Background: an optimization exercise with open tools, aiming at small area and few clock cycles. Do not read the settings as production practice.
RTL that was checked went through simulation tests only; none was proved equivalent to the original.
Function not checked in runs 2 to 5: the RTL went through the layout flow alone.
No activity file was given, so power comes from the tool's default toggle rates.

===== design/flow/standard.sh =====
#!/bin/bash
# synth_recipe.tcl (not shown) runs the flow's synth.tcl, then flattens the netlist and writes it again
# the make line also repeats each setting of config.mk as NAME=value (left out here)
make -C /OpenROAD-flow-scripts/flow DESIGN_CONFIG=/design/flow/config.mk WORK_HOME=/design/flow/orfs CLKGATE_MAP_FILE= SYNTH_SCRIPT=/design/flow/synth_recipe.tcl "${@:-finish}"

===== design/flow/design.v =====
package mvuPkg;
	localparam int unsigned FOLD_WIDTH = 3;	 
	localparam int unsigned WTILE_WIDTH = 32;	 
	localparam int unsigned ATILE_WIDTH = 16;	 
	localparam int unsigned OUT_WIDTH = 8;
	localparam int unsigned LANE_WIDTH = 1;
	localparam int unsigned ACC_WIDTH = 13;	 
endpackage
module dotCS (
	input  logic [15:0]  w,
	input  logic [15:0]  a,
	output logic [9:0]  rowA,
	output logic [9:0]  rowB
);
	logic c66, c68, c70, c72, c74, c76, c78, c80, c82, c84, c86, c88, c90, c92, c94, c96;
	logic c98, c100, c102, c104, c106, c108, c110, c112, c114, c116, c118, c120, c122, c124, c126, c128;
	logic c130, c132, c134, c136, c138, c140, c142, c144, c146, c148, c150, c152, c154, c156, c158, c160;
	logic c162, c164, c166, c168, c170, c172, c174, p1, p2, p3, p4, p5, p6, p7, p8, p9;
	logic p10, p11, p12, p13, p14, p15, p16, p17, p18, p19, p20, p21, p22, p23, p24, p25;
	logic p26, p27, p28, p29, p30, p31, p32, p33, p34, p35, p36, p37, p38, p39, p40, p41;
	logic p42, p43, p44, p45, p46, p47, p48, p49, p50, p51, p52, p53, p54, p55, p56, p57;
	logic p58, p59, p60, p61, p62, p63, p64, s65, s67, s69, s71, s73, s75, s77, s79, s81;
	logic s83, s85, s87, s89, s91, s93, s95, s97, s99, s101, s103, s105, s107, s109, s111, s113;
	logic s115, s117, s119, s121, s123, s125, s127, s129, s131, s133, s135, s137, s139, s141, s143, s145;
	logic s147, s149, s151, s153, s155, s157, s159, s161, s163, s165, s167, s169, s171, s173;
	assign p1 = w[0] & a[0];
	assign p2 = w[4] & a[4];
	assign p3 = w[8] & a[8];
	assign p4 = w[12] & a[12];
	assign p5 = w[0] & a[1];
	assign p6 = w[1] & a[0];
	assign p7 = w[4] & a[5];
	assign p8 = w[5] & a[4];
	assign p9 = w[8] & a[9];
	assign p10 = w[9] & a[8];
	assign p11 = w[12] & a[13];
	assign p12 = w[13] & a[12];
	assign p13 = w[0] & a[2];
	assign p14 = w[1] & a[1];
	assign p15 = w[2] & a[0];
	assign p16 = w[4] & a[6];
	assign p17 = w[5] & a[5];
	assign p18 = w[6] & a[4];
	assign p19 = w[8] & a[10];
	assign p20 = w[9] & a[9];
	assign p21 = w[10] & a[8];
	assign p22 = w[12] & a[14];
	assign p23 = w[13] & a[13];
	assign p24 = w[14] & a[12];
	assign p25 = w[0] & a[3];
	assign p26 = w[1] & a[2];
	assign p27 = w[2] & a[1];
	assign p28 = ~(w[3] & a[0]);
	assign p29 = w[4] & a[7];
	assign p30 = w[5] & a[6];
	assign p31 = w[6] & a[5];
	assign p32 = ~(w[7] & a[4]);
	assign p33 = w[8] & a[11];
	assign p34 = w[9] & a[10];
	assign p35 = w[10] & a[9];
	assign p36 = ~(w[11] & a[8]);
	assign p37 = w[12] & a[15];
	assign p38 = w[13] & a[14];
	assign p39 = w[14] & a[13];
	assign p40 = ~(w[15] & a[12]);
	assign p41 = w[1] & a[3];
	assign p42 = w[2] & a[2];
	assign p43 = ~(w[3] & a[1]);
	assign p44 = w[5] & a[7];
	assign p45 = w[6] & a[6];
	assign p46 = ~(w[7] & a[5]);
	assign p47 = w[9] & a[11];
	assign p48 = w[10] & a[10];
	assign p49 = ~(w[11] & a[9]);
	assign p50 = w[13] & a[15];
	assign p51 = w[14] & a[14];
	assign p52 = ~(w[15] & a[13]);
	assign p53 = w[2] & a[3];
	assign p54 = ~(w[3] & a[2]);
	assign p55 = w[6] & a[7];
	assign p56 = ~(w[7] & a[6]);
	assign p57 = w[10] & a[11];
	assign p58 = ~(w[11] & a[10]);
	assign p59 = w[14] & a[15];
	assign p60 = ~(w[15] & a[14]);
	assign p61 = ~(w[3] & a[3]);
	assign p62 = ~(w[7] & a[7]);
	assign p63 = ~(w[11] & a[11]);
	assign p64 = ~(w[15] & a[15]);
	assign s65 = p25 ^ p26 ^ p27;
	assign c66 = (p25 & p26) | (p25 & p27) | (p26 & p27);
	assign s67 = p28 ^ p29;
	assign c68 = p28 & p29;
	assign s69 = p41 ^ p42;
	assign c70 = p41 & p42;
	assign s71 = p13 ^ p14 ^ p15;
	assign c72 = (p13 & p14) | (p13 & p15) | (p14 & p15);
	assign s73 = p16 ^ p17;
	assign c74 = p16 & p17;
	assign s75 = s65 ^ s67 ^ p30;
	assign c76 = (s65 & s67) | (s65 & p30) | (s67 & p30);
	assign s77 = p31 ^ p32 ^ p33;
	assign c78 = (p31 & p32) | (p31 & p33) | (p32 & p33);
	assign s79 = p34 ^ p35 ^ p36;
	assign c80 = (p34 & p35) | (p34 & p36) | (p35 & p36);
	assign s81 = c66 ^ c68 ^ s69;
	assign c82 = (c66 & c68) | (c66 & s69) | (c68 & s69);
	assign s83 = p43 ^ p44 ^ p45;
	assign c84 = (p43 & p44) | (p43 & p45) | (p44 & p45);
	assign s85 = p46 ^ p47 ^ p48;
	assign c86 = (p46 & p47) | (p46 & p48) | (p47 & p48);
	assign s87 = p49 ^ p50;
	assign c88 = p49 & p50;
	assign s89 = c70 ^ p53 ^ p54;
	assign c90 = (c70 & p53) | (c70 & p54) | (p53 & p54);
	assign s91 = p55 ^ p56 ^ p57;
	assign c92 = (p55 & p56) | (p55 & p57) | (p56 & p57);
	assign s93 = p5 ^ p6 ^ p7;
	assign c94 = (p5 & p6) | (p5 & p7) | (p6 & p7);
	assign s95 = s71 ^ s73 ^ p18;
	assign c96 = (s71 & s73) | (s71 & p18) | (s73 & p18);
	assign s97 = p19 ^ p20 ^ p21;
	assign c98 = (p19 & p20) | (p19 & p21) | (p20 & p21);
	assign s99 = c72 ^ c74 ^ s75;
	assign c100 = (c72 & c74) | (c72 & s75) | (c74 & s75);
	assign s101 = s77 ^ s79 ^ p37;
	assign c102 = (s77 & s79) | (s77 & p37) | (s79 & p37);
	assign s103 = p38 ^ p39;
	assign c104 = p38 & p39;
	assign s105 = c76 ^ c78 ^ c80;
	assign c106 = (c76 & c78) | (c76 & c80) | (c78 & c80);
	assign s107 = s81 ^ s83 ^ s85;
	assign c108 = (s81 & s83) | (s81 & s85) | (s83 & s85);
	assign s109 = s87 ^ p51 ^ p52;
	assign c110 = (s87 & p51) | (s87 & p52) | (p51 & p52);
	assign s111 = c82 ^ c84 ^ c86;
	assign c112 = (c82 & c84) | (c82 & c86) | (c84 & c86);
	assign s113 = c88 ^ s89 ^ s91;
	assign c114 = (c88 & s89) | (c88 & s91) | (s89 & s91);
	assign s115 = p58 ^ p59 ^ p60;
	assign c116 = (p58 & p59) | (p58 & p60) | (p59 & p60);
	assign s117 = c90 ^ c92 ^ p61;
	assign c118 = (c90 & c92) | (c90 & p61) | (c92 & p61);
	assign s119 = p62 ^ p63;
	assign c120 = p62 & p63;
	assign s121 = s93 ^ p8 ^ p9;
	assign c122 = (s93 & p8) | (s93 & p9) | (p8 & p9);
	assign s123 = c94 ^ s95 ^ s97;
	assign c124 = (c94 & s95) | (c94 & s97) | (s95 & s97);
	assign s125 = p22 ^ p23;
	assign c126 = p22 & p23;
	assign s127 = c96 ^ c98 ^ s99;
	assign c128 = (c96 & c98) | (c96 & s99) | (c98 & s99);
	assign s129 = s101 ^ s103 ^ p40;
	assign c130 = (s101 & s103) | (s101 & p40) | (s103 & p40);
	assign s131 = c100 ^ c102 ^ c104;
	assign c132 = (c100 & c102) | (c100 & c104) | (c102 & c104);
	assign s133 = s105 ^ s107 ^ s109;
	assign c134 = (s105 & s107) | (s105 & s109) | (s107 & s109);
	assign s135 = c106 ^ c108 ^ c110;
	assign c136 = (c106 & c108) | (c106 & c110) | (c108 & c110);
	assign s137 = s111 ^ s113 ^ s115;
	assign c138 = (s111 & s113) | (s111 & s115) | (s113 & s115);
	assign s139 = c112 ^ c114 ^ c116;
	assign c140 = (c112 & c114) | (c112 & c116) | (c114 & c116);
	assign s141 = s117 ^ s119 ^ p64;
	assign c142 = (s117 & s119) | (s117 & p64) | (s119 & p64);
	assign s143 = p1 ^ p2;
	assign c144 = p1 & p2;
	assign s145 = s121 ^ p10 ^ p11;
	assign c146 = (s121 & p10) | (s121 & p11) | (p10 & p11);
	assign s147 = c122 ^ s123 ^ s125;
	assign c148 = (c122 & s123) | (c122 & s125) | (s123 & s125);
	assign s149 = c124 ^ c126 ^ s127;
	assign c150 = (c124 & c126) | (c124 & s127) | (c126 & s127);
	assign s151 = c128 ^ c130 ^ s131;
	assign c152 = (c128 & c130) | (c128 & s131) | (c130 & s131);
	assign s153 = c132 ^ c134 ^ s135;
	assign c154 = (c132 & c134) | (c132 & s135) | (c134 & s135);
	assign s155 = c136 ^ c138 ^ s139;
	assign c156 = (c136 & c138) | (c136 & s139) | (c138 & s139);
	assign s157 = c140 ^ c142 ^ c118;
	assign c158 = (c140 & c142) | (c140 & c118) | (c142 & c118);
	assign s159 = s143 ^ p3;
	assign c160 = s143 & p3;
	assign s161 = c144 ^ s145 ^ p12;
	assign c162 = (c144 & s145) | (c144 & p12) | (s145 & p12);
	assign s163 = c146 ^ s147 ^ p24;
	assign c164 = (c146 & s147) | (c146 & p24) | (s147 & p24);
	assign s165 = c148 ^ s149 ^ s129;
	assign c166 = (c148 & s149) | (c148 & s129) | (s149 & s129);
	assign s167 = c150 ^ s151 ^ s133;
	assign c168 = (c150 & s151) | (c150 & s133) | (s151 & s133);
	assign s169 = c152 ^ s153 ^ s137;
	assign c170 = (c152 & s153) | (c152 & s137) | (s153 & s137);
	assign s171 = c154 ^ s155 ^ s141;
	assign c172 = (c154 & s155) | (c154 & s141) | (s155 & s141);
	assign s173 = c156 ^ s157 ^ c120;
	assign c174 = (c156 & s157) | (c156 & c120) | (s157 & c120);
	assign rowA = {1'b0, c174, c172, c170, c168, c166, c164, c162, c160, s159};
	assign rowB = {1'b0, c158, s173, s171, s169, s167, s165, s163, s161, p4};
endmodule
`timescale 1ns/1ns
import mvuPkg::*;
module mvuTop (
	input  logic                           clk,
	input  logic                           rst,
	input  logic                           wWr,
	input  logic [mvuPkg::FOLD_WIDTH-1:0]  wAddr,
	input  logic [mvuPkg::WTILE_WIDTH-1:0] wData,
	input  logic [mvuPkg::FOLD_WIDTH-1:0]  foldCount,
	input  logic                           aStrobe,
	input  logic [mvuPkg::ATILE_WIDTH-1:0] aData,
	input  logic                           aPad,
	output logic                           outVld,
	output logic [mvuPkg::OUT_WIDTH-1:0]   outData,
	output logic [mvuPkg::LANE_WIDTH-1:0]  outLane,
	output logic                           hold
);
	logic [WTILE_WIDTH-1:0] mem [8];
	always_ff @(posedge clk) begin
		if (wWr)
			mem[wAddr] <= wData;
	end
	logic [7:0] pos;
	logic       atEnd;
	logic       atStart;
	assign atEnd = pos[foldCount];
	assign atStart = pos[0];
	always_ff @(posedge clk) begin
		if (rst)
			pos <= 8'd1;
		else if (aStrobe)
			pos <= atEnd ? 8'd1 : {pos[6:0], 1'b0};
	end
	logic [WTILE_WIDTH-1:0] w;
	logic [ATILE_WIDTH-1:0] av;
	logic [9:0]             rowA [2];
	logic [9:0]             rowB [2];
	logic [9:0]             csA [2];
	logic [9:0]             csB [2];
	logic                   firstA;	 
	logic                   lastA;	 
	always_comb begin
		w = '0;
		for (int k = 0; k < 8; k++)
			w = w | (pos[k] ? mem[k] : '0);
	end
	assign av = (aStrobe && !aPad) ? aData : '0;
	for (genvar pe = 0; pe < 2; pe++) begin : g_pe
		dotCS dotCS_i (
			.w    (w[pe*16 +: 16]),
			.a    (av),
			.rowA (rowA[pe]),
			.rowB (rowB[pe])
		);
	end
	always_ff @(posedge clk) begin
		for (int pe = 0; pe < 2; pe++) begin
			csA[pe] <= rowA[pe];
			csB[pe] <= rowB[pe];
		end
	end
	always_ff @(posedge clk) begin
		if (rst) begin
			firstA <= 1'b0;
			lastA <= 1'b0;
		end else begin
			firstA <= aStrobe && atStart;
			lastA <= aStrobe && atEnd;
		end
	end
	logic signed [ACC_WIDTH-1:0] acc [2];
	logic signed [ACC_WIDTH-1:0] accNext [2];
	always_comb begin
		for (int pe = 0; pe < 2; pe++)
			accNext[pe] = (firstA ? '0 : acc[pe]) + ACC_WIDTH'(csA[pe]) + ACC_WIDTH'(csB[pe])
				- ACC_WIDTH'(480);
	end
	always_ff @(posedge clk) begin
		for (int pe = 0; pe < 2; pe++)
			acc[pe] <= accNext[pe];
	end
	function automatic logic [OUT_WIDTH-1:0] requant(input logic signed [ACC_WIDTH-1:0] v);
		if (v[ACC_WIDTH-1])
			requant = '0;
		else if (|v[ACC_WIDTH-2:OUT_WIDTH+2])
			requant = '1;
		else
			requant = v[OUT_WIDTH+1:2];
	endfunction
	logic fin;
	logic [OUT_WIDTH-1:0] q0;
	logic [OUT_WIDTH-1:0] q1;
	logic [1:0]           occ;
	logic [1:0]           base;
	logic                 push;
	logic                 finNext;
	logic [1:0]           occNext;
	assign base = occ - 2'(occ != '0);
	assign push = fin && (base == '0);
	assign finNext = (fin && !push) || lastA;
	assign occNext = push ? 2'd2 : base;
	always_ff @(posedge clk) begin
		q0 <= push ? requant(acc[0]) : q1;
		q1 <= requant(acc[1]);
	end
	always_ff @(posedge clk) begin
		if (rst) begin
			occ <= '0;
			fin <= 1'b0;
		end else begin
			occ <= occNext;
			fin <= finNext;
		end
	end
	assign outVld = (occ != '0);
	assign outData = q0;
	assign outLane = (occ == 2'd1);
	assign hold = finNext && (occNext == 2'd2);
endmodule

===== design/flow/flow/run.sh =====
#!/bin/bash
# Standard layout with two changes: the port buffers are plain buffers, and
# after synthesis the full adders' polarities are rebalanced to drop
# inverters (fapol.py; a full adder with all pins complemented is the same
# function, so the netlist's behaviour and registers are unchanged).
set -euo pipefail
export BUFFER_PORTS_ARGS="-buffer_cell sky130_fd_sc_hd__buf_1"
RES=$PWD/orfs/results/sky130hd/mvuTop/base
bash standard.sh $RES/1_2_yosys.v > standard_synth.log 2>&1
cp $RES/1_2_yosys.v $RES/1_2_yosys.std.v
python3 flow/fapol.py $RES/1_2_yosys.std.v $RES/1_2_yosys.v > fapol.log 2>&1
bash standard.sh > standard.log 2>&1

===== design/flow/flow/fapol.py =====
#!/usr/bin/env python3
"""Rebalance inverters around full adders in a flat gate netlist.

A full adder is self-dual: FA(~a, ~b, ~c) = (~sum, ~cout). Each sky130 fa
cell may therefore be 'flipped' (inputs and outputs complemented) without
changing the function of the netlist. This script picks flips that lower
the number of inverters, removes the old inverters that fed or were fed by
full adders, and inserts one inverter per signal whose complement is still
needed.  usage: fapol.py in.v out.v
"""
import re, sys, collections, random

src = open(sys.argv[1]).read()
INV = 'sky130_fd_sc_hd__inv_1'
FA = re.compile(r'sky130_fd_sc_hd__fa_\d+$')
OUTPINS = {'X', 'Y', 'Q', 'Q_N', 'SUM', 'COUT', 'HI', 'LO'}

cell_re = re.compile(r'^(\s*)(sky130_fd_sc_hd__\w+)\s+(\S+)\s*\((.*?)\);\n', re.S | re.M)
pin_re = re.compile(r'\.(\w+)\(\s*((?:\\\S+\s)|[^)]*?)\s*\)')

cells = []
for m in cell_re.finditer(src):
    pins = [(p, n.strip()) for p, n in pin_re.findall(m.group(4))]
    cells.append(dict(typ=m.group(2), name=m.group(3), pins=pins, span=m.span()))

hdr = src[:src.index('\n', src.index('module '))]
portnames = set()
for m in re.finditer(r'^\s*(input|output|inout)\s+(?:wire\s+)?(?:\[[^\]]*\]\s*)?(\S+);', src, re.M):
    portnames.add(m.group(2))
def isport(net):
    base = net.split('[')[0].strip()
    return base in portnames or base.lstrip('\\') in portnames

driver = {}
for i, c in enumerate(cells):
    for p, n in c['pins']:
        if p in OUTPINS:
            driver[n] = (i, p)

# Removable inverters: inv_1 whose output is not a port
inv_of = {}  # output net -> input net
removable = set()
for i, c in enumerate(cells):
    if c['typ'] == INV:
        d = dict(c['pins'])
        if not isport(d['Y']):
            removable.add(i)
            inv_of[d['Y']] = d['A']

def root(net):
    """signal at the end of a chain of removable inverters, and parity"""
    par = 0
    while net in inv_of:
        net = inv_of[net]
        par ^= 1
    return net, par

fas = [i for i, c in enumerate(cells) if FA.match(c['typ'])]
fa_idx = {i: k for k, i in enumerate(fas)}
# Consumers: (cell, pin, signal, needed parity)
cons = collections.defaultdict(list)
for i, c in enumerate(cells):
    if i in removable:
        continue
    for p, n in c['pins']:
        if p in OUTPINS or n == '' or n.startswith("1'"):
            continue
        s, par = root(n)
        cons[s].append((i, p, par))
# Inverters removed entirely must not drive ports; a removable inverter whose
# output has no consumers at all just vanishes.

flip = [0] * len(fas)
def signal_pol(s):
    d = driver.get(s)
    if d and d[0] in fa_idx:
        return flip[fa_idx[d[0]]]
    return 0
def need(i, par):
    return par ^ (flip[fa_idx[i]] if i in fa_idx else 0)
def cost_signal(s):
    q = signal_pol(s)
    return int(any(need(i, par) != q for i, p, par in cons[s]))
# signals touched by each FA
touch = collections.defaultdict(set)
for s, lst in cons.items():
    for i, p, par in lst:
        if i in fa_idx:
            touch[fa_idx[i]].add(s)
for k, i in enumerate(fas):
    for p, n in cells[i]['pins']:
        if p in ('SUM', 'COUT') and n in cons:
            touch[k].add(n)
total = sum(cost_signal(s) for s in cons)
start = total
improved = True
rounds = 0
while improved and rounds < 100:
    improved = False
    rounds += 1
    for k in range(len(fas)):
        before = sum(cost_signal(s) for s in touch[k])
        flip[k] ^= 1
        after = sum(cost_signal(s) for s in touch[k])
        if after < before:
            total += after - before
            improved = True
        else:
            flip[k] ^= 1
print(f'fapol: {len(fas)} full adders, {sum(flip)} flipped, inverters {start} -> {total}', file=sys.stderr)

# Rewrite
newnet = {}
newcells = []
cnt = [0]
def comp_net(s):
    if s not in newnet:
        cnt[0] += 1
        nn = f'_fapol_n{cnt[0]}_'
        newnet[s] = nn
        newcells.append(f'  {INV} _fapol_i{cnt[0]}_ (\n    .A({s}),\n    .Y({nn})\n  );\n')
    return newnet[s]
pinmap = {}  # (cell, pin) -> new net
for s, lst in cons.items():
    q = signal_pol(s)
    for i, p, par in lst:
        pinmap[(i, p)] = s if need(i, par) == q else comp_net(s + ' ' if s.startswith('\\') and not s.endswith(' ') else s)
out = []
pos = 0
for i, c in enumerate(cells):
    a, b = c['span']
    out.append(src[pos:a])
    pos = b
    if i in removable:
        continue
    body = []
    for p, n in c['pins']:
        nn = pinmap.get((i, p), n)
        if nn.startswith('\\') and not nn.endswith(' '):
            nn = nn + ' '
        body.append(f'    .{p}({nn})')
    out.append(f'  {c["typ"]} {c["name"]} (\n' + ',\n'.join(body) + '\n  );\n')
rest = src[pos:]
k = rest.index('endmodule')
out.append(rest[:k] + ''.join(newcells) + rest[k:])
res = ''.join(out)
# declare new wires after the header
decl = ''.join(f'  wire {n};\n' for n in newnet.values())
j = res.index(';', res.index('module ')) + 1
res = res[:j] + '\n' + decl + res[j:]
open(sys.argv[2], 'w').write(res)

===== design/flow/config.mk =====
export PLATFORM = sky130hd
export DESIGN_NAME = mvuTop
export DESIGN_NICKNAME = mvuTop
export VERILOG_FILES = /design/flow/design.v
export SDC_FILE = /design/flow/constraint.sdc
export NUM_CORES = 4
export LEC_CHECK = 0
export CAP_MARGIN = 20
export CORE_MARGIN = 2
export CORE_UTILIZATION = 70
export CTS_BUF_LIST = sky130_fd_sc_hd__clkbuf_8
export CTS_CLUSTER_DIAMETER = 50
export CTS_CLUSTER_SIZE = 20
export SLEW_MARGIN = 20

===== design/flow/constraint.sdc =====
create_clock -name core_clock -period 5.0 [get_ports {clk}]
set_input_delay 1.0000 -clock core_clock [delete_from_list [all_inputs] [get_ports {clk}]]
set_output_delay 1.0000 -clock core_clock [all_outputs]
set_load 0.01 [all_outputs]

==> impl_results.md, run 1 <==
* Peak supply drop at between 300 and 400 uV
* Core area at ~23000 um2
* GR Util All Layers at just under 30%
* Cells after Synth at 1137
* Flop pwr share at between 40% and 50%
* Post-DP HPWL at around 24000 um
* Post-CTS Resized at 0
* Final ANT Viol Nets at 0
* Syn. warnings at 11
* Starting Density at 71.1%
* Synthesis-to-finish area growth at 8.56%
* Unrepaired setup endpoints after global routing: no
* Status: complete, no violations
* Mapped Nets at 1368
* Switching Power at 2740 uW
* Die height at about 160 um
* Final Cycle Share at 93.9%
* Dpl ws at between 0.07 and 0.08 ns
* Hold Crit Class: reg -> reg
* Crit end category: flop
* Fill cells at about 1400
* Multi-input logic area at 6150 um2
* Power Density at 468 nW/um2
* Actual slew at the worst max-slew pin at 0.874 ns
* Final Setup Violations at 0
* Buf/Inv on CP at 3
* Clock skew at ~0.054 ns
* Critical path required time at 5.45 ns
* WL/cell at 22.9 um
* Pleak at 0.00640 uW
* Buffers on Ports at 69
* Most frequent CP cell: fa_1
* Die area at 24100 um2
* Post-CTS Setup Bufs at 0
* Synth Cell Area at 16000 um2
* Max cap viols at 0
* Number of core rows at 55
* Final WS setup at 0.305 ns
* Switching share of power at about 34%
* Initial drt markers at 1140
* First-pass GRT wire length at 53400 um
* Final hold violations at 0
* CTS Buf Count at 28
* Layout cells sized above 1 at ~7.4%
* GPL Wtd Cong at 0.985
* Setup_tns at 0 ns
* Slowest Stage Delay on Critical Path at 0.76 ns
* Clock-pin slew on the worst setup and hold paths at 0.11 ns
* Fin crit period at 4.69 ns
* CP Max Fanout at 11
* Rel. slew slack at 41.6%
* Cell family with most CP delay: adder cells
* H-Tree Depth at 1
* First drt pass iteration count at 6
* DR vias at a little under 10000
* DRT Wirelength at approximately 35000 um
* Max frequency at 0.213 GHz
* CTS tree: built
* Remaining DRCs at 0
* Logic pwr share at 36.2%
* Seq. cell area at 9510 um2
* CTS root buffer: clkbuf_8
* Initial antenna violation count at 2
* Cell internal pwr at 5410 uW
* Num ports at 70
* Syn_area_per_cell at 14.1 um2
* Final core area utilization at 77.2%
* Critical path arrival at approximately 5 ns
* Critical path class: reg -> reg
* Die width at 155 um
* Insertion delay to the later sink of the worst-skew pair at 0.62 ns
* Clock Path Buffers at 3
* # clock sinks at 347
* Vias per inst at 6.32
* Number of global-route vias before repair at 9706
* Final slew viol count at 0
* CTS Hold Buffers Added at 0
* Clock network fraction of total power at 18.8%
* CP max stage cell: dfxtp_1
* Crit path cell chain: buf_4 -> a22oi_1 -> nand4_1 -> nand3_1 -> ha_1 -> inv_1 -> fa_1 -> fa_1 -> inv_1 -> fa_1 -> fa_1 -> fa_1
* CP Launch Type: flop
* Total gr overflow at 0
* Pin count of the biggest net entering global routing at 37
* Nets at 1449
[worst register-to-register path: cells and delay by family, from the launching register on]
family,cells,cell delay [ns]
adder cells (fa/ha/maj),6,2.81
flip-flops,1,0.76
AND/OR/NAND/NOR,2,0.43
buffers and inverters,3,0.42
AO/OA/AOI/OAI,1,0.11
[power by group through the flow]
stage | clock, uW | sequential, uW | combinational, uW
2_1_floorplan | 0 | 3680 | 2290
3_3_place_gp | 0 | 3720 | 2840
3_5_place_dp | 0 | 3730 | 2940
4_1_cts | 1560 | 3670 | 2970
5_1_grt | 1670 | 3700 | 3370
6_report | 1530 | 3660 | 2950
[flip-flops by register name (all words and copies together), names as in the netlist]
signal	cells
acc	26
q1	8
pos	8
occ	2
firstA	1
lastA	1
q0	8
fin	1
csB	18
csA	18
mem	256
[placed cells by master (no fill, tap or decap), types with 14 or more instances in the layout]
cell type and n:
a22oi_1 128, and3_1 14, and4_1 22, buf_1 69, buf_4 22, clkbuf_8 29
dfxtp_1 91, edfxtp_1 256, fa_1 112, ha_1 60, inv_1 67, nand2_1 33
nand3_1 40, nand4_1 17, nor2_1 109, nor2b_1 20, xnor2_1 14
[metal layers]
metal | global-route usage [%] | wire, um
met5 | 0 | 0
met4 | 8.69 | 1040
met3 | 5.68 | 3400
met2 | 49.5 | 17100
met1 | 40.8 | 13400
[path summary, 6_finish.rpt]
check | to | startpoint | slack, ns | depth (start not counted)
worst max-delay path | csB[1][3] | pos[1] | 0.31 | 12
worst min-delay path | q0[3] | q1[3] | 0.46 | 2
worst min register to register | q0[3] | q1[3] | 0.46 | 2
worst max register to register | csB[1][3] | pos[1] | 0.31 | 12
[final cells by class]
cell class	count	share of cell area [%]
inverters	66	1.42
repair buffers	99	3.36
clock buffers	29	2.29
clock inverters	22	0.963
diodes	1	0.0144
well taps	285	2.05
multi-input cells	676	35.3
flip-flops and latches	347	54.6
[through the flow]
step	hold slack [ns]	total power [uW]	instance area, um2	std cells
6_report	0.459	8150	17400	1525
5_1_grt	0.483	8740	17400	1524
4_1_cts	0.461	8200	17400	1523
3_5_place_dp	0.428	6670	16800	1472
3_3_place_gp	0.419	6560	16800	1472
2_1_floorplan	0.401	5970	16100	1137
Testbench counts, summed over its fixed seeds: cycles 9,881.
==> inputs of run 2 (changes only) <==
--- a/design/flow/design.v
+++ b/design/flow/design.v
@@ -274,6 +274,20 @@
 	logic signed [ACC_WIDTH-1:0] accNext [2];
+	logic [ACC_WIDTH-1:0] accIn [2];
+	logic [ACC_WIDTH-1:0] x [2];
+	logic [ACC_WIDTH-1:0] y [2];
+	localparam logic [ACC_WIDTH-1:0] BIAS = ACC_WIDTH'(-480);
 	always_comb begin
-		for (int pe = 0; pe < 2; pe++)
-			accNext[pe] = (firstA ? '0 : acc[pe]) + ACC_WIDTH'(csA[pe]) + ACC_WIDTH'(csB[pe])
-				- ACC_WIDTH'(480);
+		for (int pe = 0; pe < 2; pe++) begin
+			accIn[pe] = firstA ? '0 : acc[pe];
+			for (int k = 0; k < ACC_WIDTH; k++) begin
+				if (k < 10) begin
+					x[pe][k] = accIn[pe][k] ^ csA[pe][k] ^ csB[pe][k];
+					y[pe][k] = (accIn[pe][k] & csA[pe][k]) | (accIn[pe][k] & csB[pe][k]) | (csA[pe][k] & csB[pe][k]);
+				end else begin
+					x[pe][k] = accIn[pe][k];
+					y[pe][k] = 1'b0;
+				end
+			end
+			accNext[pe] = x[pe] + {y[pe][ACC_WIDTH-2:0], 1'b0} + BIAS;
+		end
 	end
--- a/design/flow/config.mk
+++ b/design/flow/config.mk
@@ -7,3 +7,3 @@
 export LEC_CHECK = 0
-export CAP_MARGIN = 20
+export CAP_MARGIN = 0
 export CORE_MARGIN = 2
@@ -13,2 +13,2 @@
 export CTS_CLUSTER_SIZE = 20
-export SLEW_MARGIN = 20
+export SLEW_MARGIN = 0
==> impl_results.md, run 2 <==
* Post-CTS Resized at 0
* Flop2flop setup slack at 0.29 ns
* Post-CTS Setup Bufs at 0
* Largest regs: mem: 256 flops, acc: 26 flops
* Clock Path Buffers at 3
* Cell family with most CP delay: adder cells
* Syn. warnings at 17
* Die width at around 160 um
* First drt pass iteration count at 5
* Die area at 24100 um2
* CTS Hold Buffers Added at 0
* DR vias at 9670
* Fill cells at between 1000 and 1500
* Number of core rows at 55
* Status: complete, no violations
* Buffers on Ports at 69
* DRT Wirelength at 35200 um
* HP Start: q1[6]
* Cells after Synth at 1136
* CP Max Fanout at 14
* Slowest Stage Delay on Critical Path at 0.87 ns
* Final core area utilization at slightly below 80%
* Final hold violations at 0
* Final Setup Violations at 0
* Hold EP: q0[6]
* H-Tree Depth at 1
* Initial drt markers at 897
* CTS root buffer: clkbuf_8
* Peak supply drop at 364 uV
* WL/cell at 23.1 um
* Critical path arrival at 5.21 ns
* Crit end category: flop
* GR Util All Layers at 30.2%
* GPL Wtd Cong at 0.928
* Remaining DRCs at 0
* # clock sinks at roughly 350
* Initial antenna violation count at 2
* Number of flip-flops in the largest register at approximately 260
* Syn_area_per_cell at 14.1 um2
* Core area at 22500 um2
* Synth Cell Area at 16000 um2
* First-pass GRT wire length at between 50000 and 60000 um
* CTS tree: built
* CP Launch Type: flop
* Post-route cell area at 17400 um2
* Multi-input logic area at 6100 um2
* Num ports at 70
* Critical path required time at around 5.5 ns
* Crit path cell chain: a22oi_1 -> nand4_1 -> nand2_1 -> fa_1 -> fa_1 -> fa_1 -> inv_1 -> fa_1 -> fa_1 -> fa_1
* Number of global-route vias before repair at 9716
* Critical path class: reg -> reg
* R2R depth at 10
* Hold-critical path depth at 2
* Final slew viol count at 0
* Seq. cell area at 9510 um2
* Buf/Inv on CP at 1
* Final ANT Viol Nets at 0
* Clock-pin slew on the worst setup and hold paths at 0.09 ns
* Setup_tns at 0 ns
* Reg2reg start: pos[1]
* Most frequent CP cell: fa_1
* Synthesis-to-finish area growth at 8.98%
* Total gr overflow at 0
* Pleak at 0.00628 uW
* Max cap viols at 0
* Post-layout power at roughly 8300 uW
* Post-DP HPWL at 23900 um
* Non-Filler Instances at 1527
* Layout cells sized above 1 at 7.74%
* Post-DP Area at between 15000 and 20000 um2
* Largest reg by FF count: mem
* Insertion delay to the later sink of the worst-skew pair at 0.63 ns
* Power Density at 477 nW/um2
* Placed instance count at 1477
* Vias per inst at ~6.3
* Nets at around 1400
* CTS Buf Count at 28
* Commonest non-fill, non-tap cell in the layout: edfxtp_1
* Max frequency at approximately 0.21 GHz
* Rel. slew slack at roughly 22%
* Die height at ~160 um
* Actual slew at the worst max-slew pin at 1.16 ns
* Hold Crit Class: reg -> reg
* Unrepaired setup endpoints after global routing: no
* Final Cycle Share at roughly 94%
* Starting Density at 71.1%
* Clock skew at 0.0335 ns
* CP max stage cell: dfxtp_1
* Fin crit period at between 4 and 5 ns
* Commonest cells after routing, fill and taps aside: edfxtp_1, a22oi_1, fa_1
* Mapped Nets at 1363
* Critical R2R Capture: csB[0][3]
* Pin count of the biggest net entering global routing at 36
-- run 2: worst max path at each step --
stage,slack [ns],endpoint,from,cells after the start
2_1_floorplan,0.04,csB[0][3],aStrobe,12
3_3_place_gp,0.04,csB[1][3],aStrobe,11
3_5_place_dp,0.03,csB[1][3],aStrobe,11
4_1_cts,0.33,csB[0][3],pos[1],10
5_1_grt,0.12,csB[0][3],pos[1],10
6_report,0.29,csB[0][3],pos[1],10
-- run 2: final cells by class --
cell class | count | area share (%)
diodes | 2 | 0.0287
repair buffers | 103 | 3.45
flip-flops and latches | 347 | 54.6
multi-input cells | 675 | 35.0
clock buffers | 28 | 2.21
well taps | 285 | 2.05
clock inverters | 20 | 1.25
inverters | 67 | 1.44
-- run 2: worst reg2reg max path, delay by kind of cell (launching register included) --
kind,cells,cell delay (ns)
simple gates,2,0.41
compound gates,1,0.23
flops,1,0.87
fa+ha+maj,6,3.04
buf+inv,1,0.06
-- run 2: per-stage QoR --
step           setup WS (ns)  hold WS (ns)
6_report               0.286         0.437
5_1_grt                0.123         0.462
4_1_cts                0.330         0.445
3_5_place_dp          0.0273         0.427
3_3_place_gp          0.0392         0.419
2_1_floorplan         0.0366         0.401
-- run 2: power breakdown --
part	total, uW	leakage [uW]	switching, uW	internal, uW
combinational	3030	0.00290	1700	1330
clock	1610	0.000295	982	633
sequential	3670	0.00308	177	3490
-- run 2: metal layers --
layer  global-route usage, %  vias to the layer above  part of all wire, %
met3                    6.35                       79                  8.6
li1                        -                     4314                    -
met4                    11.1                        0                  3.4
met5                       0                        -                    0
met1                    40.4                     4828                   39
met2                    49.9                      449                   49
==> inputs of run 3 (changes only) <==
--- a/design/flow/config.mk
+++ b/design/flow/config.mk
@@ -13,2 +13,4 @@
 export CTS_CLUSTER_SIZE = 20
+export GPL_ROUTABILITY_DRIVEN = 0
+export GPL_TIMING_DRIVEN = 0
 export SLEW_MARGIN = 0
==> impl_results.md, run 3 <==
* Status: complete, no violations
* Critical path required time at 5.48 ns
* Flop2flop setup slack at 0.14 ns
* Post-DP HPWL at roughly 26000 um
* CTS tree: built
* Die width at 155 um
* Power Density at 482 nW/um2
* Mapped Nets at roughly 1400
* Final core area utilization at 78.0%
* Largest regs: mem: 256 flops, acc: 26 flops
* Synth Cell Area at about 16000 um2
* Reg2reg start: pos[0]
* CP Max Fanout at 10
* Vias per inst at 6.27
* Final hold violations at 0
* Number of global-route vias before repair at 10232
* Nets at 1473
* Fill cells at 1385
* Post-CTS Resized at 7
* Initial antenna violation count at 0
* DR vias at 9732
* Unrepaired setup endpoints after global routing: no
* Final Cycle Share at 97.2%
* Dpl ws at -0.628 ns
* # clock sinks at 347
* Post-DP Area at approximately 17000 um2
* Syn_area_per_cell at 14.1 um2
* Synthesis-to-finish area growth at 9.80%
* Post-CTS Setup Bufs at 0
* Clock skew at 0.0751 ns
* Largest reg by FF count: mem
* Inserted Diodes at 0
* First-pass GRT wire length at between 50000 and 60000 um
* GR Util All Layers at a little under a third
* HP Start: acc[1][8]
* Post-layout power at 8460 uW
* Actual slew at the worst max-slew pin at about 0.73 ns
* Remaining DRCs at 0
* Peak supply drop at ~350 uV
* First drt pass iteration count at 5
* CTS root buffer: clkbuf_8
* Number of core rows at 55
* Critical path arrival at 5.35 ns
* Clock Path Buffers at 3
* Total gr overflow at 0
* Die height at 155 um
* Die area at 24100 um2
* DRT Wirelength at approximately 37000 um
* Core area at 22500 um2
* Final slew viol count at 0
* Starting Density at around 70%
* Clock-pin slew on the worst setup and hold paths at 0.11 ns
* Rel. slew slack at between 50% and 60%
* Num ports at 70
* Post-route cell area at 17600 um2
* Buffers on Ports at approximately 70
* H-Tree Depth at 1
* WL/cell at around 24 um
* CTS Buf Count at 28
* Crit end category: flop
* Number of flip-flops in the largest register at 256
* Cells after Synth at 1136
* Final WS setup at 0.138 ns
* Final Setup Violations at 0
* CTS Hold Buffers Added at 0
* Commonest non-fill, non-tap cell in the layout: edfxtp_1
* Pleak at between 0.006 and 0.007 uW
* Fin crit period at 4.86 ns
* Critical path origin: pos[0]
* Pin count of the biggest net entering global routing at 26
* Initial drt markers at 1095
* Commonest cells after routing, fill and taps aside: edfxtp_1, a22oi_1, fa_1
* CP Launch Type: flop
* Insertion delay to the later sink of the worst-skew pair at 0.65 ns
* Syn. warnings at 17
* Final ANT Viol Nets at 0
* Setup_tns at 0 ns
* Layout cells sized above 1 at just under 9%
* Critical path class: reg -> reg
* Hold Crit Class: reg -> reg
* Max cap viols at 0
* Max frequency at 0.206 GHz
## run 3: per-layer routing
metal  vias up  track usage [%]  share of wire, %
li1       4357                -                 -
met1      4811             40.1                37
met2       471             55.3                50
met3        93             7.10               9.3
met4         0             11.6               4.1
met5         -                0                 0
## run 3: layout make-up
type | instances | area (um2) | area share (%)
Buffer | 46 | 225 | 1.28
Clock buffer | 29 | 399 | 2.27
Clock inverter | 21 | 270 | 1.54
Inverter | 67 | 251 | 1.43
Multi-Input combinational cell | 675 | 6090 | 34.7
Sequential cell | 347 | 9510 | 54.2
Tap cell | 285 | 357 | 2.03
Timing Repair Buffer | 81 | 455 | 2.59
## run 3: final timing paths
path,to,depth (start not counted)
worst max register to register,csB[1][3],12
worst max-delay path,csB[1][3],12
worst min register to register,q1[6],2
worst min-delay path,q1[6],2
## run 3: power by group
group          switching [uW]  internal [uW]
logic                    1750           1340
registers                 142           3490
clock network             993            752
## run 3: worst max-delay path: stages, from the launching register on
cell and delay (ns):
dfxtp_1 0.31, buf_2 0.19, clkbuf_2 0.31, a22oi_1 0.25
nand4_1 0.36, nand3_1 0.23, fa_1 0.45, fa_1 0.49
fa_1 0.55, inv_1 0.06, fa_1 0.50, fa_1 0.58
fa_1 0.41
## run 3: metrics by stage
step | hold slack [ns] | std cells
after floorplan | 0.401 | 1136
after global placement | 0.433 | 1490
after detailed placement | 0.443 | 1502
after CTS | 0.459 | 1552
after global routing | 0.487 | 1551
final | 0.450 | 1551
==> inputs of run 4 (changes only) <==
==> design/flow/config.mk (replaced) <==
export PLATFORM = sky130hd
export DESIGN_NAME = mvuTop
export DESIGN_NICKNAME = mvuTop
export VERILOG_FILES = /design/flow/design.v
export SDC_FILE = /design/flow/constraint.sdc
export NUM_CORES = 4
export LEC_CHECK = 0
export CAP_MARGIN = 20
export CORE_MARGIN = 2
export CORE_UTILIZATION = 88
export CTS_BUF_LIST = sky130_fd_sc_hd__clkbuf_8
export CTS_CLUSTER_DIAMETER = 50
export CTS_CLUSTER_SIZE = 20
export SLEW_MARGIN = 20
==> impl_results.md, run 4 <==
* Status: did not finish
* Stopped at: 5_1_grt
* First Err: [ERROR GRT-0232] Routing congestion too high. Check the congestion heatmap in the GUI.
* Buffers on Ports at 69
* Num ports at 70
* CTS root buffer: clkbuf_8
* GPL Wtd Cong at 1.07
* Syn_area_per_cell at 14.1 um2
* H-Tree Depth at 1
* GR Util All Layers at 70.4%
* Post-CTS Resized at 0
* CTS Hold Buffers Added at 0
* Post-DP Area at 16700 um2
* Dpl ws at -0.0849 ns
* Die height at approximately 140 um
* Clock Path Buffers at 3
* Starting Density at 89.3%
* Die width at 139 um
* Post-DP HPWL at approximately 29000 um
* Syn. warnings at 17
* Total gr overflow at 10
* Synth Cell Area at 16000 um2
* Pin count of the biggest net entering global routing at 36
* Cells after Synth at 1136
* CTS Buf Count at 26
* Post-CTS Setup Bufs at 0
* Mapped Nets at 1363
* Number of core rows at 49
==> run 4: layer usage <==
layer / GRT overflow / GRT usage [%]
met1: 0 / 72.8
met2: 3 / 88.5
met3: 0 / 53.3
met4: 7 / 65.3
met5: 0 / 20.6
==> run 4: power groups by stage <==
stage                     clock [uW]  combinational, uW  sequential, uW
after global placement             0               2850            3730
after floorplan                    0               2320            3690
after CTS                       1590               3450            3710
after detailed placement           0               3120            3750
==> run 4: through the flow <==
step                      hold slack (ns)  std cells
after global placement              0.407       1414
after CTS                           0.473       1460
after detailed placement            0.423       1417
after floorplan                     0.401       1136
==> run 4: worst min path at each step <==
stage	startpoint	endpoint	slack, ns	cells past startpoint
after floorplan	q1[0]	q0[0]	0.40	2
after global placement	q1[6]	q0[6]	0.41	2
after detailed placement	q1[2]	q0[2]	0.42	2
after CTS	q1[2]	q0[2]	0.47	2
==> inputs of run 5 (changes only) <==
--- a/design/flow/config.mk
+++ b/design/flow/config.mk
@@ -9,6 +9,6 @@
 export CORE_MARGIN = 2
-export CORE_UTILIZATION = 88
-export CTS_BUF_LIST = sky130_fd_sc_hd__clkbuf_8
-export CTS_CLUSTER_DIAMETER = 50
-export CTS_CLUSTER_SIZE = 20
+export CORE_UTILIZATION = 70
+export CTS_BUF_LIST = sky130_fd_sc_hd__clkbuf_16
+export CTS_CLUSTER_DIAMETER = 60
+export CTS_CLUSTER_SIZE = 30
 export SLEW_MARGIN = 20
==> impl_results.md, run 5 <==
* Max cap viols at 0
* # clock sinks at 347
* Number of flip-flops in the largest register at 256
* Clock skew at approximately 0.022 ns
* HP Start: q1[6]
* Initial drt markers at 903
* Crit path cell chain: a22oi_1 -> nand4_1 -> nand3_1 -> fa_1 -> fa_1 -> fa_1 -> inv_1 -> fa_1 -> fa_1 -> fa_1
* Critical path arrival at 5.11 ns
* Core area at between 20000 and 25000 um2
* GR Util All Layers at 30.5%
* First drt pass iteration count at 5
* Routed length on met2 at 17500 um
* Dpl ws at between 0.004 and 0.005 ns
* Number of global-route vias before repair at 9965
* Hold Crit Class: reg -> reg
* Unrepaired setup endpoints after global routing: no
* Cell family with most CP delay: adder cells
* Peak supply drop at 384 uV
* Slowest Stage Delay on Critical Path at 0.84 ns
* Met3 WL at 3380 um
* Fin crit period at between 4 and 5 ns
* Synthesis-to-finish area growth at 10.4%
* Final ANT Viol Nets at 0
* Critical path class: reg -> reg
* H-Tree Depth at 1
* Post-DP HPWL at 24100 um
* Starting Density at 71.1%
* Final core area utilization at 78.4%
* Initial antenna violation count at 1
* Final slew viol count at 0
* Reg2reg start: pos[1]
* Commonest non-fill, non-tap cell in the layout: edfxtp_1
* Power Density at 487 nW/um2
* Layout cells sized above 1 at ~7.2%
* Rel. slew slack at about 35%
* Num ports at 70
* Nets at 1446
* Total gr overflow at 0
* CTS Buf Count at 21
* Pin count of the biggest net entering global routing at 36
* Largest regs: mem: 256 flops, acc: 26 flops
* Largest reg by FF count: mem
* Synth Cell Area at 16000 um2
* Critical path required time at 5.41 ns
* Number of core rows at between 50 and 60
* Critical path origin: pos[1]
* CTS root buffer: clkbuf_16
* Insertion delay to the later sink of the worst-skew pair at ~0.54 ns
* Syn. warnings at 17
* Pleak at 0.00638 uW
* Die width at 155 um
* WL/cell at approximately 23 um
* GPL Wtd Cong at 0.928
* Cells after Synth at around 1100
* CTS Hold Buffers Added at 0
* Seq. cell area at 9510 um2
* Post-CTS Resized at 0
* Die height at about 160 um
* Most frequent CP cell: fa_1
* Die area at roughly 24000 um2
* CTS tree: built
* CP Max Fanout at 14
* Crit end category: flop
* Buf/Inv on CP at 1
* DR top layer: met4
* Vias per inst at 6.38
* First-pass GRT wire length at 54800 um
* Remaining DRCs at 0
* Syn_area_per_cell at 14.1 um2
* Max frequency at 0.213 GHz
* Clock Path Buffers at 3
* Setup_tns at 0 ns
* Fill cells at 1355
* Final hold violations at 0
* Final Setup Violations at 0
* Post-CTS Setup Bufs at 0
* DRT Wirelength at between 30000 and 40000 um
* CP max stage cell: dfxtp_1
* Clock-pin slew on the worst setup and hold paths at 0.09 ns
* Final Cycle Share at 94.0%
* Met1 WL at 13400 um
* DR vias at 9685
* Multi-input logic area at approximately 6100 um2
* Buffers on Ports at 69
* Status: complete, no violations
* Final WS setup at slightly below 0.3 ns
* CP Launch Type: flop
* Commonest cells after routing, fill and taps aside: edfxtp_1, a22oi_1, fa_1
* Actual slew at the worst max-slew pin at 0.966 ns
* Mapped Nets at 1363
[run 5: area by class of cell]
class	count	share of cell area (%)
diodes	1	0.0142
clock buffers	21	2.98
clock inverters	15	1.30
inverters	67	1.42
multi-input cells	675	34.5
flip-flops and latches	347	53.9
well taps	285	2.02
repair buffers	107	3.86
[run 5: worst paths after layout]
kind          endpoint  slack [ns]  cells past startpoint
max          csB[1][3]        0.30                     10
min              q0[6]        0.44                      2
max reg2reg  csB[1][3]        0.30                     10
min reg2reg      q0[6]        0.44                      2
[run 5: layer usage]
metal	vias to the layer above	global-route usage, %
met5	-	0
met4	0	10.2
met3	90	5.29
met2	494	51.9
met1	4798	40.6
li1	4303	-
[run 5: where the power goes]
part           switching (uW)  internal, uW
Sequential                175          3490
Combinational            1680          1330
Clock                    1050           863
[run 5: worst min-delay path, cell delays in order, from the launching register on]
cell	delay (ns)
dfxtp_1	0.32
nand2_1	0.04
o31ai_1	0.05
[run 5: through the flow]
step	area, um2	hold WS, ns	std cells	total power (uW)
after floorplan	16000	0.401	1136	6010
after detailed placement	16800	0.421	1478	6750
after CTS	17600	0.442	1514	8630
after global routing	17600	0.482	1517	9160
final	17700	0.445	1518	8590
after global placement	16800	0.419	1477	6630
==> inputs of run 6 (changes only) <==
--- a/design/flow/design.v
+++ b/design/flow/design.v
@@ -17,10 +17,10 @@
 	logic c130, c132, c134, c136, c138, c140, c142, c144, c146, c148, c150, c152, c154, c156, c158, c160;
-	logic c162, c164, c166, c168, c170, c172, c174, p1, p2, p3, p4, p5, p6, p7, p8, p9;
-	logic p10, p11, p12, p13, p14, p15, p16, p17, p18, p19, p20, p21, p22, p23, p24, p25;
-	logic p26, p27, p28, p29, p30, p31, p32, p33, p34, p35, p36, p37, p38, p39, p40, p41;
-	logic p42, p43, p44, p45, p46, p47, p48, p49, p50, p51, p52, p53, p54, p55, p56, p57;
-	logic p58, p59, p60, p61, p62, p63, p64, s65, s67, s69, s71, s73, s75, s77, s79, s81;
-	logic s83, s85, s87, s89, s91, s93, s95, s97, s99, s101, s103, s105, s107, s109, s111, s113;
-	logic s115, s117, s119, s121, s123, s125, s127, s129, s131, s133, s135, s137, s139, s141, s143, s145;
-	logic s147, s149, s151, s153, s155, s157, s159, s161, s163, s165, s167, s169, s171, s173;
+	logic c162, c164, c166, c168, c170, c172, c174, c176, p1, p2, p3, p4, p5, p6, p7, p8;
+	logic p9, p10, p11, p12, p13, p14, p15, p16, p17, p18, p19, p20, p21, p22, p23, p24;
+	logic p25, p26, p27, p28, p29, p30, p31, p32, p33, p34, p35, p36, p37, p38, p39, p40;
+	logic p41, p42, p43, p44, p45, p46, p47, p48, p49, p50, p51, p52, p53, p54, p55, p56;
+	logic p57, p58, p59, p60, p61, p62, p63, p64, s65, s67, s69, s71, s73, s75, s77, s79;
+	logic s81, s83, s85, s87, s89, s91, s93, s95, s97, s99, s101, s103, s105, s107, s109, s111;
+	logic s113, s115, s117, s119, s121, s123, s125, s127, s129, s131, s133, s135, s137, s139, s141, s143;
+	logic s145, s147, s149, s151, s153, s155, s157, s159, s161, s163, s165, s167, s169, s171, s173, s175;
 	assign p1 = w[0] & a[0];
@@ -117,86 +117,88 @@
 	assign c92 = (p55 & p56) | (p55 & p57) | (p56 & p57);
-	assign s93 = p5 ^ p6 ^ p7;
-	assign c94 = (p5 & p6) | (p5 & p7) | (p6 & p7);
-	assign s95 = s71 ^ s73 ^ p18;
-	assign c96 = (s71 & s73) | (s71 & p18) | (s73 & p18);
-	assign s97 = p19 ^ p20 ^ p21;
-	assign c98 = (p19 & p20) | (p19 & p21) | (p20 & p21);
-	assign s99 = c72 ^ c74 ^ s75;
-	assign c100 = (c72 & c74) | (c72 & s75) | (c74 & s75);
-	assign s101 = s77 ^ s79 ^ p37;
-	assign c102 = (s77 & s79) | (s77 & p37) | (s79 & p37);
-	assign s103 = p38 ^ p39;
-	assign c104 = p38 & p39;
-	assign s105 = c76 ^ c78 ^ c80;
-	assign c106 = (c76 & c78) | (c76 & c80) | (c78 & c80);
-	assign s107 = s81 ^ s83 ^ s85;
-	assign c108 = (s81 & s83) | (s81 & s85) | (s83 & s85);
-	assign s109 = s87 ^ p51 ^ p52;
-	assign c110 = (s87 & p51) | (s87 & p52) | (p51 & p52);
-	assign s111 = c82 ^ c84 ^ c86;
-	assign c112 = (c82 & c84) | (c82 & c86) | (c84 & c86);
-	assign s113 = c88 ^ s89 ^ s91;
-	assign c114 = (c88 & s89) | (c88 & s91) | (s89 & s91);
-	assign s115 = p58 ^ p59 ^ p60;
-	assign c116 = (p58 & p59) | (p58 & p60) | (p59 & p60);
-	assign s117 = c90 ^ c92 ^ p61;
-	assign c118 = (c90 & c92) | (c90 & p61) | (c92 & p61);
-	assign s119 = p62 ^ p63;
-	assign c120 = p62 & p63;
-	assign s121 = s93 ^ p8 ^ p9;
-	assign c122 = (s93 & p8) | (s93 & p9) | (p8 & p9);
-	assign s123 = c94 ^ s95 ^ s97;
-	assign c124 = (c94 & s95) | (c94 & s97) | (s95 & s97);
-	assign s125 = p22 ^ p23;
-	assign c126 = p22 & p23;
-	assign s127 = c96 ^ c98 ^ s99;
-	assign c128 = (c96 & c98) | (c96 & s99) | (c98 & s99);
-	assign s129 = s101 ^ s103 ^ p40;
-	assign c130 = (s101 & s103) | (s101 & p40) | (s103 & p40);
-	assign s131 = c100 ^ c102 ^ c104;
-	assign c132 = (c100 & c102) | (c100 & c104) | (c102 & c104);
-	assign s133 = s105 ^ s107 ^ s109;
-	assign c134 = (s105 & s107) | (s105 & s109) | (s107 & s109);
-	assign s135 = c106 ^ c108 ^ c110;
-	assign c136 = (c106 & c108) | (c106 & c110) | (c108 & c110);
-	assign s137 = s111 ^ s113 ^ s115;
-	assign c138 = (s111 & s113) | (s111 & s115) | (s113 & s115);
-	assign s139 = c112 ^ c114 ^ c116;
-	assign c140 = (c112 & c114) | (c112 & c116) | (c114 & c116);
-	assign s141 = s117 ^ s119 ^ p64;
-	assign c142 = (s117 & s119) | (s117 & p64) | (s119 & p64);
-	assign s143 = p1 ^ p2;
-	assign c144 = p1 & p2;
-	assign s145 = s121 ^ p10 ^ p11;
-	assign c146 = (s121 & p10) | (s121 & p11) | (p10 & p11);
-	assign s147 = c122 ^ s123 ^ s125;
-	assign c148 = (c122 & s123) | (c122 & s125) | (s123 & s125);
-	assign s149 = c124 ^ c126 ^ s127;
-	assign c150 = (c124 & c126) | (c124 & s127) | (c126 & s127);
-	assign s151 = c128 ^ c130 ^ s131;
-	assign c152 = (c128 & c130) | (c128 & s131) | (c130 & s131);
-	assign s153 = c132 ^ c134 ^ s135;
-	assign c154 = (c132 & c134) | (c132 & s135) | (c134 & s135);
-	assign s155 = c136 ^ c138 ^ s139;
-	assign c156 = (c136 & c138) | (c136 & s139) | (c138 & s139);
-	assign s157 = c140 ^ c142 ^ c118;
-	assign c158 = (c140 & c142) | (c140 & c118) | (c142 & c118);
-	assign s159 = s143 ^ p3;
-	assign c160 = s143 & p3;
-	assign s161 = c144 ^ s145 ^ p12;
-	assign c162 = (c144 & s145) | (c144 & p12) | (s145 & p12);
-	assign s163 = c146 ^ s147 ^ p24;
-	assign c164 = (c146 & s147) | (c146 & p24) | (s147 & p24);
-	assign s165 = c148 ^ s149 ^ s129;
-	assign c166 = (c148 & s149) | (c148 & s129) | (s149 & s129);
-	assign s167 = c150 ^ s151 ^ s133;
-	assign c168 = (c150 & s151) | (c150 & s133) | (s151 & s133);
-	assign s169 = c152 ^ s153 ^ s137;
-	assign c170 = (c152 & s153) | (c152 & s137) | (s153 & s137);
-	assign s171 = c154 ^ s155 ^ s141;
-	assign c172 = (c154 & s155) | (c154 & s141) | (s155 & s141);
-	assign s173 = c156 ^ s157 ^ c120;
-	assign c174 = (c156 & s157) | (c156 & c120) | (s157 & c120);
-	assign rowA = {1'b0, c174, c172, c170, c168, c166, c164, c162, c160, s159};
-	assign rowB = {1'b0, c158, s173, s171, s169, s167, s165, s163, s161, p4};
+	assign s93 = p58 ^ p59;
+	assign c94 = p58 & p59;
+	assign s95 = p5 ^ p6 ^ p7;
+	assign c96 = (p5 & p6) | (p5 & p7) | (p6 & p7);
+	assign s97 = s71 ^ s73 ^ p18;
+	assign c98 = (s71 & s73) | (s71 & p18) | (s73 & p18);
+	assign s99 = p19 ^ p20 ^ p21;
+	assign c100 = (p19 & p20) | (p19 & p21) | (p20 & p21);
+	assign s101 = c72 ^ c74 ^ s75;
+	assign c102 = (c72 & c74) | (c72 & s75) | (c74 & s75);
+	assign s103 = s77 ^ s79 ^ p37;
+	assign c104 = (s77 & s79) | (s77 & p37) | (s79 & p37);
+	assign s105 = p38 ^ p39;
+	assign c106 = p38 & p39;
+	assign s107 = c76 ^ c78 ^ c80;
+	assign c108 = (c76 & c78) | (c76 & c80) | (c78 & c80);
+	assign s109 = s81 ^ s83 ^ s85;
+	assign c110 = (s81 & s83) | (s81 & s85) | (s83 & s85);
+	assign s111 = s87 ^ p51 ^ p52;
+	assign c112 = (s87 & p51) | (s87 & p52) | (p51 & p52);
+	assign s113 = c82 ^ c84 ^ c86;
+	assign c114 = (c82 & c84) | (c82 & c86) | (c84 & c86);
+	assign s115 = c88 ^ s89 ^ s91;
+	assign c116 = (c88 & s89) | (c88 & s91) | (s89 & s91);
+	assign s117 = s93 ^ p60 ^ 1'b1;
+	assign c118 = (s93 & p60) | (s93 & 1'b1) | (p60 & 1'b1);
+	assign s119 = c90 ^ c92 ^ c94;
+	assign c120 = (c90 & c92) | (c90 & c94) | (c92 & c94);
+	assign s121 = p61 ^ p62 ^ p63;
+	assign c122 = (p61 & p62) | (p61 & p63) | (p62 & p63);
+	assign s123 = s95 ^ p8 ^ p9;
+	assign c124 = (s95 & p8) | (s95 & p9) | (p8 & p9);
+	assign s125 = c96 ^ s97 ^ s99;
+	assign c126 = (c96 & s97) | (c96 & s99) | (s97 & s99);
+	assign s127 = p22 ^ p23;
+	assign c128 = p22 & p23;
+	assign s129 = c98 ^ c100 ^ s101;
+	assign c130 = (c98 & c100) | (c98 & s101) | (c100 & s101);
+	assign s131 = s103 ^ s105 ^ p40;
+	assign c132 = (s103 & s105) | (s103 & p40) | (s105 & p40);
+	assign s133 = c102 ^ c104 ^ c106;
+	assign c134 = (c102 & c104) | (c102 & c106) | (c104 & c106);
+	assign s135 = s107 ^ s109 ^ s111;
+	assign c136 = (s107 & s109) | (s107 & s111) | (s109 & s111);
+	assign s137 = c108 ^ c110 ^ c112;
+	assign c138 = (c108 & c110) | (c108 & c112) | (c110 & c112);
+	assign s139 = s113 ^ s115 ^ s117;
+	assign c140 = (s113 & s115) | (s113 & s117) | (s115 & s117);
+	assign s141 = c114 ^ c116 ^ c118;
+	assign c142 = (c114 & c116) | (c114 & c118) | (c116 & c118);
+	assign s143 = s119 ^ s121 ^ p64;
+	assign c144 = (s119 & s121) | (s119 & p64) | (s121 & p64);
+	assign s145 = p1 ^ p2;
+	assign c146 = p1 & p2;
+	assign s147 = s123 ^ p10 ^ p11;
+	assign c148 = (s123 & p10) | (s123 & p11) | (p10 & p11);
+	assign s149 = c124 ^ s125 ^ s127;
+	assign c150 = (c124 & s125) | (c124 & s127) | (s125 & s127);
+	assign s151 = c126 ^ c128 ^ s129;
+	assign c152 = (c126 & c128) | (c126 & s129) | (c128 & s129);
+	assign s153 = c130 ^ c132 ^ s133;
+	assign c154 = (c130 & c132) | (c130 & s133) | (c132 & s133);
+	assign s155 = c134 ^ c136 ^ s137;
+	assign c156 = (c134 & c136) | (c134 & s137) | (c136 & s137);
+	assign s157 = c138 ^ c140 ^ s141;
+	assign c158 = (c138 & c140) | (c138 & s141) | (c140 & s141);
+	assign s159 = c142 ^ c144 ^ c120;
+	assign c160 = (c142 & c144) | (c142 & c120) | (c144 & c120);
+	assign s161 = s145 ^ p3;
+	assign c162 = s145 & p3;
+	assign s163 = c146 ^ s147 ^ p12;
+	assign c164 = (c146 & s147) | (c146 & p12) | (s147 & p12);
+	assign s165 = c148 ^ s149 ^ p24;
+	assign c166 = (c148 & s149) | (c148 & p24) | (s149 & p24);
+	assign s167 = c150 ^ s151 ^ s131;
+	assign c168 = (c150 & s151) | (c150 & s131) | (s151 & s131);
+	assign s169 = c152 ^ s153 ^ s135;
+	assign c170 = (c152 & s153) | (c152 & s135) | (s153 & s135);
+	assign s171 = c154 ^ s155 ^ s139;
+	assign c172 = (c154 & s155) | (c154 & s139) | (s155 & s139);
+	assign s173 = c156 ^ s157 ^ s143;
+	assign c174 = (c156 & s157) | (c156 & s143) | (s157 & s143);
+	assign s175 = c158 ^ s159 ^ c122;
+	assign c176 = (c158 & s159) | (c158 & c122) | (s159 & c122);
+	assign rowA = {1'b0, c176, c174, c172, c170, c168, c166, c164, c162, s161};
+	assign rowB = {1'b0, c160, s175, s173, s171, s169, s167, s165, s163, p4};
 endmodule
@@ -277,3 +279,3 @@
 	logic [ACC_WIDTH-1:0] y [2];
-	localparam logic [ACC_WIDTH-1:0] BIAS = ACC_WIDTH'(-480);
+	logic [ACC_WIDTH-1:0] cy [2];
 	always_comb begin
@@ -281,12 +283,16 @@
 			accIn[pe] = firstA ? '0 : acc[pe];
+			y[pe][0] = 1'b0;
+			for (int k = 0; k < 9; k++) begin
+				x[pe][k] = accIn[pe][k] ^ csA[pe][k] ^ csB[pe][k];
+				y[pe][k + 1] = (accIn[pe][k] & csA[pe][k]) | (accIn[pe][k] & csB[pe][k])
+					| (csA[pe][k] & csB[pe][k]);
+			end
+			x[pe][ACC_WIDTH-1:9] = accIn[pe][ACC_WIDTH-1:9] - 1'b1;
+			y[pe][ACC_WIDTH-1:10] = '0;
+			cy[pe][0] = 1'b0;
 			for (int k = 0; k < ACC_WIDTH; k++) begin
-				if (k < 10) begin
-					x[pe][k] = accIn[pe][k] ^ csA[pe][k] ^ csB[pe][k];
-					y[pe][k] = (accIn[pe][k] & csA[pe][k]) | (accIn[pe][k] & csB[pe][k]) | (csA[pe][k] & csB[pe][k]);
-				end else begin
-					x[pe][k] = accIn[pe][k];
-					y[pe][k] = 1'b0;
-				end
+				accNext[pe][k] = x[pe][k] ^ y[pe][k] ^ cy[pe][k];
+				if (k < ACC_WIDTH - 1)
+					cy[pe][k + 1] = (x[pe][k] & y[pe][k]) | (x[pe][k] & cy[pe][k]) | (y[pe][k] & cy[pe][k]);
 			end
-			accNext[pe] = x[pe] + {y[pe][ACC_WIDTH-2:0], 1'b0} + BIAS;
 		end
--- a/design/flow/config.mk
+++ b/design/flow/config.mk
@@ -10,5 +10,5 @@
 export CORE_UTILIZATION = 70
-export CTS_BUF_LIST = sky130_fd_sc_hd__clkbuf_16
-export CTS_CLUSTER_DIAMETER = 60
-export CTS_CLUSTER_SIZE = 30
+export CTS_BUF_LIST = sky130_fd_sc_hd__clkbuf_4
+export CTS_CLUSTER_DIAMETER = 30
+export CTS_CLUSTER_SIZE = 10
 export SLEW_MARGIN = 20
==> impl_results.md, run 6 <==
* Clock skew at around 0.042 ns
* Die width at 152 um
* Largest regs: mem: 256 flops, acc: 26 flops
* Final ANT Viol Nets at 0
* Post-DP HPWL at 22500 um
* Insertion delay to the later sink of the worst-skew pair at 0.73 ns
* Critical path arrival at 5.43 ns
* Final core area utilization at 78.7%
* First drt pass iteration count at 6
* Remaining DRCs at 0
* Unrepaired setup endpoints after global routing: no
* Vias per inst at 6.17
* Fin crit period at approximately 4.8 ns
* Number of core rows at 54
* Layout cells sized above 1 at between 10% and 20%
* CP Max Fanout at 7
* Syn_area_per_cell at 15.1 um2
* Number of flip-flops in the largest register at 256
* Clock Path Buffers at 3
* First-pass GRT wire length at 51900 um
* Final slew viol count at 0
* Rel. slew slack at between 30% and 40%
* Initial antenna violation count at 2
* Status: complete, no violations
* Power Density at 429 nW/um2
* Switching share of power at 28.0%
* # clock sinks at 347
* CTS Buf Count at 55
* CTS root buffer: clkbuf_4
* WL/cell at 23.0 um
* GR Util All Layers at between 30% and 40%
* Logic pwr share at 20.6%
* DR vias at 8949
* Core area at roughly 22000 um2
* Switching Power at 2040 uW
* Nets at 1342
* DRT Wirelength at between 30000 and 40000 um
* Pleak at between 0.006 and 0.007 uW
* Critical path required time at approximately 5.6 ns
* Initial drt markers at 798
* Num ports at 70
* Crit end category: flop
* Synthesis-to-finish area growth at 11.2%
* Critical path class: reg -> reg
* CP Launch Type: flop
* Final Cycle Share at 96.8%
* Clock network fraction of total power at 29.2%
* Final hold violations at 0
* Actual slew at the worst max-slew pin at about 0.97 ns
* Flop pwr share at about 50%
* Die height at 152 um
* Hold Crit Class: reg -> reg
* Fin Hold WS at 0.466 ns
* Post-route cell area at 17000 um2
* R2R depth at 14
* Syn. warnings at 19
* Cells after Synth at ~1000
* Dpl ws at -0.0290 ns
* Mapped Nets at 1227
* Pin count of the biggest net entering global routing at 33
* Die area at between 20000 and 25000 um2
* Peak supply drop at 323 uV
* Cell internal pwr at 5260 uW
* Non-Filler Instances at 1451
* Synth Cell Area at 15300 um2
* Final WS setup at 0.160 ns
* Commonest non-fill, non-tap cell in the layout: edfxtp_1
* Number of global-route vias before repair at approximately 9600
* Largest reg by FF count: mem
* Post-DP Area at ~16000 um2
* Clock-pin slew on the worst setup and hold paths at ~0.08 ns
* H-Tree Depth at 2
* CTS tree: built
* Hold-critical path depth at 2
* Total gr overflow at 0
* Max cap viols at 0
* Max frequency at around 0.21 GHz
* Placed instance count at around 1400
* Flop2flop setup slack at 0.16 ns
* GPL Wtd Cong at 0.862
* Starting Density at a little over two thirds
* Final Setup Violations at 0
* Buffers on Ports at 69
* Commonest cells after routing, fill and taps aside: edfxtp_1, a22oi_1, fa_1
==> run 6: cell type report <==
type / instances / area [um2]
clock buffer: 65 / 488
fill: 1292 / 4610
antenna: 2 / 5.00
inverter: 42 / 158
clock inverter: 32 / 403
tap: 280 / 350
timing repair buffer: 105 / 592
multi-input combinational: 578 / 5500
sequential: 347 / 9510
==> run 6: power groups by stage <==
stage / Sequential (uW) / Clock [uW] / Combinational (uW)
after floorplan: 3660 / 0 / 1080
after global placement: 3710 / 0 / 1420
after detailed placement: 3730 / 0 / 1530
after CTS: 3660 / 2160 / 1520
after global routing: 3700 / 2290 / 1780
final: 3660 / 2130 / 1500
==> run 6: per-layer routing <==
metal	track usage [%]	vias to the layer above	wire length [um]
met4	13.4	2	1300
met1	38.8	4476	12500
met3	7.02	98	3070
li1	-	3943	-
met2	49.7	430	16500
met5	0	-	12
==> run 6: critical path, cell delays in order, from the launching register on <==
cell and delay [ns]:
dfxtp_4 0.39, nor2b_2 0.13, fa_1 0.43, ha_1 0.22, fa_1 0.43, fa_1 0.38
fa_1 0.39, fa_2 0.35, fa_1 0.39, fa_1 0.39, fa_2 0.35, fa_1 0.36
ha_1 0.20, ha_1 0.19, xnor2_1 0.12
==> run 6: timing repair <==
item                                    CTS  global route
setup buffers                             0             0
resized for setup                         1             7
endpoints found under the setup margin    3             4
hold buffers                              0             0
==> run 6: worst paths after layout <==
| kind | from | end |
|---|---|---|
| max | firstA | acc[0][12] |
| min | q1[0] | q0[0] |
| max reg2reg | firstA | acc[0][12] |
| min reg2reg | q1[0] | q0[0] |
==> run 6: stage by stage <==
step,total power [uW],setup TNS [ns]
final,7300,0
after global routing,7760,0
after CTS,7350,0
after detailed placement,5250,-0.0456
after global placement,5130,0
after floorplan,4740,0
Testbench counts of run 6, summed over its fixed seeds: cycles 9,881.

-- port drivers added, routing unchanged --
How much do the figures lean on ideal ports? The routed layouts below were timed once more, with nothing changed but the port constraints. Step 1: set_driving_cell puts a clkbuf_16 on clk and a buf_2 on each other input, an assumption about the parent block. Step 2 moves the port delays by t, midway between the first and last clock arrival at a register: inputs arrive t later, outputs are due t later. That takes back most of the time a late clock gives input paths. Three values: no drivers, after step 1, after step 2; two values: the first two.
run | t (ns) | setup WS [ns] | worst hold slack (ns) | slew at the worst register clock pin (ns)
run 1 | 0.637 | 0.305 / 0.305 / 0.016 | 0.459 / 0.459 / 0.459 | 0.11 / 0.11
run 2 | 0.665 | 0.286 / 0.286 / -0.040 | 0.437 / 0.437 / 0.437 | 0.11 / 0.11
run 3 | 0.655 | 0.138 / 0.138 / -0.445 | 0.450 / 0.450 / 0.450 | 0.11 / 0.11
run 5 | 0.577 | 0.298 / 0.298 / -0.010 | 0.445 / 0.445 / 0.445 | 0.10 / 0.10
run 6 | 0.754 | 0.160 / 0.160 / 0.112 | 0.466 / 0.466 / 0.466 | 0.11 / 0.11
Met with ideal ports but missed after step 2: setup timing in run 2, run 3 and run 5. For run 3, which loses most, drivers alone change the setup slack by 0.000 ns; drivers and shift together by -0.583 ns.
